Background: an optimization exercise with open tools, aiming at small area, a short achievable clock period and few clock cycles per item. Do not read the settings as production practice. Only simulation tests tie the RTL to the original design; equivalence was not proved. Power and IR drop assume default switching activity.

## fjord
// soc_curve_interp_validate
module soc_curve_interp_validate #(
  parameter int NUM_POINTS = 8
) (
  input  logic        clk,
  input  logic        rst,
  input  logic        cfg_wen,
  input  logic        cfg_index,
  input  logic [7:0]  cfg_data,
  input  logic        in_valid,
  output logic        in_ready,
  input  logic [19:0] in_data,
  output logic        out_valid,
  input  logic        out_ready,
  output logic [15:0] out_data
);
  logic [7:0] ve;
  logic [6:0] mt;
  logic       busy;
  always_ff @(posedge clk) begin
    if (rst) begin
      ve <= 8'd53;
      mt <= 7'd5;
    end else begin
      if (cfg_wen && cfg_index) mt <= cfg_data[6:0];
      if (cfg_wen && !cfg_index) ve <= cfg_data;
      else if (busy && eseg != 3'd5) ve <= {ve[1:0], ve[7:2]};
    end
  end
  logic [2:0]  eseg;    
  logic [1:0]  ebit;
  logic [13:0] acc;
  logic [1:0]  vbits;
  logic [15:0] mk;      
  logic [15:0] acc_sum;
  logic [13:0] acc_next;
  logic [4:0]  t1;
  logic [5:0]  t2;
  logic [6:0]  t3;
  logic [6:0]  t4;
  logic [5:0]  t5;
  assign vbits = ve[1:0];
  logic kt_new_n22, kt_new_n23, kt_new_n25, kt_new_n26, kt_new_n28, kt_new_n29, kt_new_n30, kt_new_n31, kt_new_n32, kt_new_n33, kt_new_n35, kt_new_n36, kt_new_n37, kt_new_n38, kt_new_n39, kt_new_n41, kt_new_n42, kt_new_n43, kt_new_n44, kt_new_n45, kt_new_n47, kt_new_n48, kt_new_n49, kt_new_n51, kt_new_n52, kt_new_n53, kt_new_n55, kt_new_n56, kt_new_n58, kt_new_n60, kt_new_n61, kt_new_n62, kt_new_n63, kt_new_n65, kt_new_n66, kt_new_n67, kt_new_n69, kt_new_n71, kt_new_n72, kt_new_n73, kt_new_n76;
  assign kt_new_n22 = ~eseg[2] & vbits[0];
  assign kt_new_n23 = eseg[1] & kt_new_n22;
  assign mk[15] = vbits[1] & kt_new_n23;
  ...
==> flow/config.mk <==
export PLATFORM = sky130hd
export DESIGN_NAME = soc_curve_interp_validate
export DESIGN_NICKNAME = soc_curve_interp_validate
export VERILOG_FILES = /design/flow/design.v
export SDC_FILE = /design/flow/constraint.sdc
export NUM_CORES = 4
export LEC_CHECK = 0
export ABC_AREA = 1
export CAP_MARGIN = 20
export CORE_MARGIN = 2
export CORE_UTILIZATION = 50
export CTS_BUF_LIST = sky130_fd_sc_hd__clkbuf_8
export CTS_CLUSTER_DIAMETER = 150
export CTS_CLUSTER_SIZE = 50
export PLACE_DENSITY = 0.75
export SETUP_SLACK_MARGIN = 5
export SLEW_MARGIN = 20
==> flow/constraint.sdc <==
create_clock -name core_clock -period 10.0 [get_ports {clk}]
set_input_delay 2.0000 -clock core_clock [delete_from_list [all_inputs] [get_ports {clk}]]
set_output_delay 2.0000 -clock core_clock [all_outputs]
set_load 0.01 [all_outputs]
standard.sh (not shown) runs the stock make flow with config.mk's settings and CLKGATE_MAP_FILE= SYNTH_SCRIPT=/design/flow/synth_recipe.tcl, a recipe that flattens the netlist after the stock synthesis.
==> flow/flow/run.sh <==
#!/bin/bash
set -euo pipefail
MARGIN=${FLOW_SETUP_MARGIN:-6.6}
export BUFFER_PORTS_ARGS="-buffer_cell sky130_fd_sc_hd__buf_1"
sed "s/SETUP_SLACK_MARGIN=[0-9.]*/SETUP_SLACK_MARGIN=${MARGIN}/" standard.sh > standard_margin.sh
bash standard_margin.sh > standard.log 2>&1
Testbench counts of fjord, summed over its fixed seeds: cycles 3,376, items 3,200.
Input-level comparison between sierra and fjord:
==> flow/flow/run.sh <==
#!/bin/bash
set -euo pipefail
MARGIN=${FLOW_SETUP_MARGIN:-6.3}
export BUFFER_PORTS_ARGS="-buffer_cell sky130_fd_sc_hd__buf_1"
sed "s/SETUP_SLACK_MARGIN=[0-9.]*/SETUP_SLACK_MARGIN=${MARGIN}/" standard.sh > standard_margin.sh
bash standard_margin.sh > standard.log 2>&1
-- flow/config.mk --
<<< fjord, line 13
export CTS_CLUSTER_DIAMETER = 150
export CTS_CLUSTER_SIZE = 50
export PLACE_DENSITY = 0.75
export SETUP_SLACK_MARGIN = 5
export SLEW_MARGIN = 20
>>> sierra, line 13
export CTS_CLUSTER_DIAMETER = 150
export CTS_CLUSTER_SIZE = 50
export SETUP_SLACK_MARGIN = 5
export SLEW_MARGIN = 20
Findings:
sierra has completed all stages; timing, DRC and antenna checks passed.
Compared with fjord, in sierra final cell count without fillers level; share of the core filled with cells in the final layout now sits lower; clock network power now smaller.
fjord was larger in final cell area than sierra.
Relative to fjord, setup slack on the worst flop-to-flop path has gone down in sierra.
Number of synthesized register bits came out exactly the same in sierra and fjord.
Total power draw: sierra vs fjord down 1.1%
Compared with fjord, sierra shows a higher global-route wire length before repair.
The clock insertion delay at the later pin of the skew report was comparable across sierra and fjord.
Setup changes, sierra to zinc
==> flow/flow/run.sh <==
#!/bin/bash
set -euo pipefail
MARGIN=${FLOW_SETUP_MARGIN:-6.6}
export BUFFER_PORTS_ARGS="-buffer_cell sky130_fd_sc_hd__buf_1"
sed "s/SETUP_SLACK_MARGIN=[0-9.]*/SETUP_SLACK_MARGIN=${MARGIN}/" standard.sh > standard_margin.sh
bash standard_margin.sh > standard.log 2>&1
-- flow/config.mk --
<<< sierra, line 9
export CAP_MARGIN = 20
export CORE_MARGIN = 2
export CORE_UTILIZATION = 50
export CTS_BUF_LIST = sky130_fd_sc_hd__clkbuf_8
export CTS_CLUSTER_DIAMETER = 150
>>> zinc, line 9
export CAP_MARGIN = 20
export CORE_MARGIN = 2
export CORE_UTILIZATION = 40
export CTS_BUF_LIST = sky130_fd_sc_hd__clkbuf_8
export CTS_CLUSTER_DIAMETER = 150
--- outcome ---
Required time of the worst setup path (higher): zinc
Via density per instance shrinks by a few percent when moving from sierra to zinc.
Against sierra, non-clock buffer count in zinc rose by a little under 10%.
Between zinc and sierra, buffers inserted during post-CTS setup optimization is lower for sierra, zinc comes in above that.
Fraction of standard cell area that is sequential came out lower on zinc than on sierra.
Critical path depth was higher in zinc than in sierra.
Input-level comparison between umber and zinc:
==> flow/flow/run.sh <==
#!/bin/bash
set -euo pipefail
MARGIN=${FLOW_SETUP_MARGIN:-6.9}
export BUFFER_PORTS_ARGS="-buffer_cell sky130_fd_sc_hd__buf_1"
sed "s/SETUP_SLACK_MARGIN=[0-9.]*/SETUP_SLACK_MARGIN=${MARGIN}/" standard.sh > standard_margin.sh
bash standard_margin.sh > standard.log 2>&1
-- flow/config.mk --
<<< zinc, line 9
export CAP_MARGIN = 20
export CORE_MARGIN = 2
export CORE_UTILIZATION = 40
export CTS_BUF_LIST = sky130_fd_sc_hd__clkbuf_8
export CTS_CLUSTER_DIAMETER = 150
>>> umber, line 9
export CAP_MARGIN = 20
export CORE_MARGIN = 2
export CORE_UTILIZATION = 50
export CTS_BUF_LIST = sky130_fd_sc_hd__clkbuf_8
export CTS_CLUSTER_DIAMETER = 150
--- outcome ---
Via count of the first global-routing pass across zinc and umber: no real change. umber vs. zinc: setup slack of the critical path after layout went up by 180 ps. Combinational cell fraction of total power, zinc and umber: larger value in umber.

========
## run A
soc_curve_interp_validate again, from the RTL that the note above started with.
Design soc_curve_interp_validate, start of the top module:
module soc_curve_interp_validate #(
  parameter int NUM_POINTS = 8
) (
  input  logic        clk,
  input  logic        rst,
  input  logic        cfg_wen,
  input  logic        cfg_index,
  input  logic [7:0]  cfg_data,
  input  logic        in_valid,
  output logic        in_ready,
  input  logic [19:0] in_data,
  output logic        out_valid,
  input  logic        out_ready,
  output logic [15:0] out_data
);
  logic [7:0] ve;
  logic [6:0] mt;
  logic       busy;
  always_ff @(posedge clk) begin
    if (rst) begin
      ve <= 8'd53;
      mt <= 7'd5;
    end else begin
      if (cfg_wen && cfg_index) mt <= cfg_data[6:0];
      if (cfg_wen && !cfg_index) ve <= cfg_data;
      else if (busy && eseg != 3'd5) ve <= {ve[1:0], ve[7:2]};
    end
  end
  logic [2:0]  eseg;    
  logic [1:0]  ebit;
  logic [13:0] acc;
  logic [1:0]  vbits;
  logic [15:0] mk;      
  logic [15:0] acc_sum;
  logic [13:0] acc_next;
  logic [4:0]  t1;
  logic [5:0]  t2;
  logic [6:0]  t3;
  logic [6:0]  t4;
  logic [5:0]  t5;
  assign vbits = ve[1:0];
  logic kt_new_n22, kt_new_n23, kt_new_n25, kt_new_n26, kt_new_n28, kt_new_n29, kt_new_n30, kt_new_n31, kt_new_n32, kt_new_n33, kt_new_n35, kt_new_n36, kt_new_n37, kt_new_n38, kt_new_n39, kt_new_n41, kt_new_n42, kt_new_n43, kt_new_n44, kt_new_n45, kt_new_n47, kt_new_n48, kt_new_n49, kt_new_n51, kt_new_n52, kt_new_n53, kt_new_n55, kt_new_n56, kt_new_n58, kt_new_n60, kt_new_n61, kt_new_n62, kt_new_n63, kt_new_n65, kt_new_n66, kt_new_n67, kt_new_n69, kt_new_n71, kt_new_n72, kt_new_n73, kt_new_n76;
  assign kt_new_n22 = ~eseg[2] & vbits[0];
  assign kt_new_n23 = eseg[1] & kt_new_n22;
  assign mk[15] = vbits[1] & kt_new_n23;
  assign kt_new_n25 = ~eseg[2] & vbits[1];
  assign kt_new_n26 = ~vbits[0] & kt_new_n25;
  assign mk[14] = eseg[1] & kt_new_n26;
  assign kt_new_n28 = eseg[1] & ~eseg[0];
  assign kt_new_n29 = ~eseg[1] & ~eseg[0];
  ...
export LEC_CHECK = 0
export ABC_AREA = 1
export CAP_MARGIN = 20
export CORE_MARGIN = 2
export CORE_UTILIZATION = 58
export CTS_BUF_LIST = sky130_fd_sc_hd__clkbuf_8
export CTS_CLUSTER_DIAMETER = 150
export CTS_CLUSTER_SIZE = 50
export SETUP_SLACK_MARGIN = 5
export SLEW_MARGIN = 20
create_clock -name core_clock -period 10.0 [get_ports {clk}]
==> flow/flow/run.sh <==
#!/bin/bash
set -euo pipefail
MARGIN=${FLOW_SETUP_MARGIN:-6.6}
export BUFFER_PORTS_ARGS="-buffer_cell sky130_fd_sc_hd__buf_1"
sed "s/SETUP_SLACK_MARGIN=[0-9.]*/SETUP_SLACK_MARGIN=${MARGIN}/" standard.sh > standard_margin.sh
bash standard_margin.sh > standard.log 2>&1
Run A closes out successfully: all stages finished, all timing, DRC and antenna checks passed.
Testbench counts of run A, summed over its fixed seeds: cycles 3,376, items 3,200.
What run B does differently from run A at the input level:
- CORE_UTILIZATION now 50, was 58
- GPL_ROUTABILITY_DRIVEN now 0, previously not set
Findings:
From run A to run B the numbers moved as follows: total power higher; clock power higher. Area fraction in and, or, nand and nor cells after synthesis: run B vs run A identical. The final critical-path setup slack of run B falls short of that of run A by 110 ps. Re number of global-route vias before repair: run A was higher than run B. Summary of run B over run A: count of fill cells added during filler insertion +26%; proportion of final cell area spent on non-clock buffers +0.21 points. Relative to run A, the number of well taps measured on run B has increased by more than 10%. For the global routing usage summed across all routing layers, run B came in 2.4 points lower than run A did.
Relative to run B, the following input files were edited for run C:
- clearing GPL_ROUTABILITY_DRIVEN, which used to be 0
## What came out
Both conditions hold for run C: the flow ran to the end and the final layout passed the timing, design-rule and antenna checks. Run C vs. run B: flip-flop and latch count held steady, final cell count down about 0.55%, first-iteration DRC count moved down. Proportion of power drawn by flip-flops and latches: run C higher than run B. Compared with run B, run C is more frugal on power.
The following lists how run D was set up differently from run C:
- clearing ABC_AREA, which used to be 1
- swapping 50 for 40 in CORE_UTILIZATION
Findings:
Against run C, maximum number of pins on one net before global-route repair in run D rose by more than 10%.
Note that the die outline area recorded for run D amounts to 1.3 times the value seen in run C.
Lower internal power goes to run C over run D.
A main combinational cell family by area after synthesis of compound AO/OA/AOI/OAI gates is what run D shows, while simple AND/OR/NAND/NOR gates belongs to run C.
Run D: critical path depth is 3 lower than what run C reported.
Lower required time of the critical path among run D and run C: run C
Across both runs, met1 usage in global routing was lower for run D than for run C.
In run D, fraction of the mapped netlist area in adder cells is higher than in run C.

-- afterwards: timing with drivers on the ports --
The flow's constraints put no driver on any port. The routed layouts listed below were extracted and timed again, unchanged, in two steps.
Step 1, drivers: a clkbuf_16 drives clk and a buf_2 each remaining input, both assumed.
Step 2 times the ports against the registers' clock, not the clock port: input delays grow and output delays shrink by t, the midpoint of the rising clock arrivals with the driver on.
a / b / c = ideal ports / drivers / drivers and shift; a / b = the first two.
| run | shift t [ns] | setup WS [ns] | hold slack, ns | latest minus earliest clock arrival (ns) |
|---|---|---|---|---|
| fjord | 0.489 | 6.743 / 6.743 / 6.518 | 0.434 / 0.434 / 0.434 | 0.030 / 0.030 |
| sierra | 0.493 | 6.628 / 6.628 / 6.441 | 0.423 / 0.423 / 0.423 | 0.016 / 0.016 |
| zinc | 0.484 | 6.785 / 6.785 / 6.463 | 0.427 / 0.427 / 0.427 | 0.021 / 0.020 |
| umber | 0.484 | 6.967 / 6.967 / 6.648 | 0.425 / 0.425 / 0.425 | 0.016 / 0.016 |
| run A | 0.489 | 6.865 / 6.865 / 6.465 | 0.424 / 0.424 / 0.424 | 0.014 / 0.014 |
| run B | 0.486 | 6.756 / 6.756 / 6.410 | 0.423 / 0.423 / 0.423 | 0.011 / 0.011 |
| run C | 0.489 | 6.860 / 6.860 / 6.438 | 0.423 / 0.423 / 0.423 | 0.017 / 0.017 |
| run D | 0.499 | 6.597 / 6.597 / 6.403 | 0.420 / 0.420 / 0.420 | 0.014 / 0.015 |
After both steps setup and hold are still met in every run listed. For run C, which loses most, drivers alone change the setup slack by 0.000 ns; drivers and shift together by -0.422 ns.
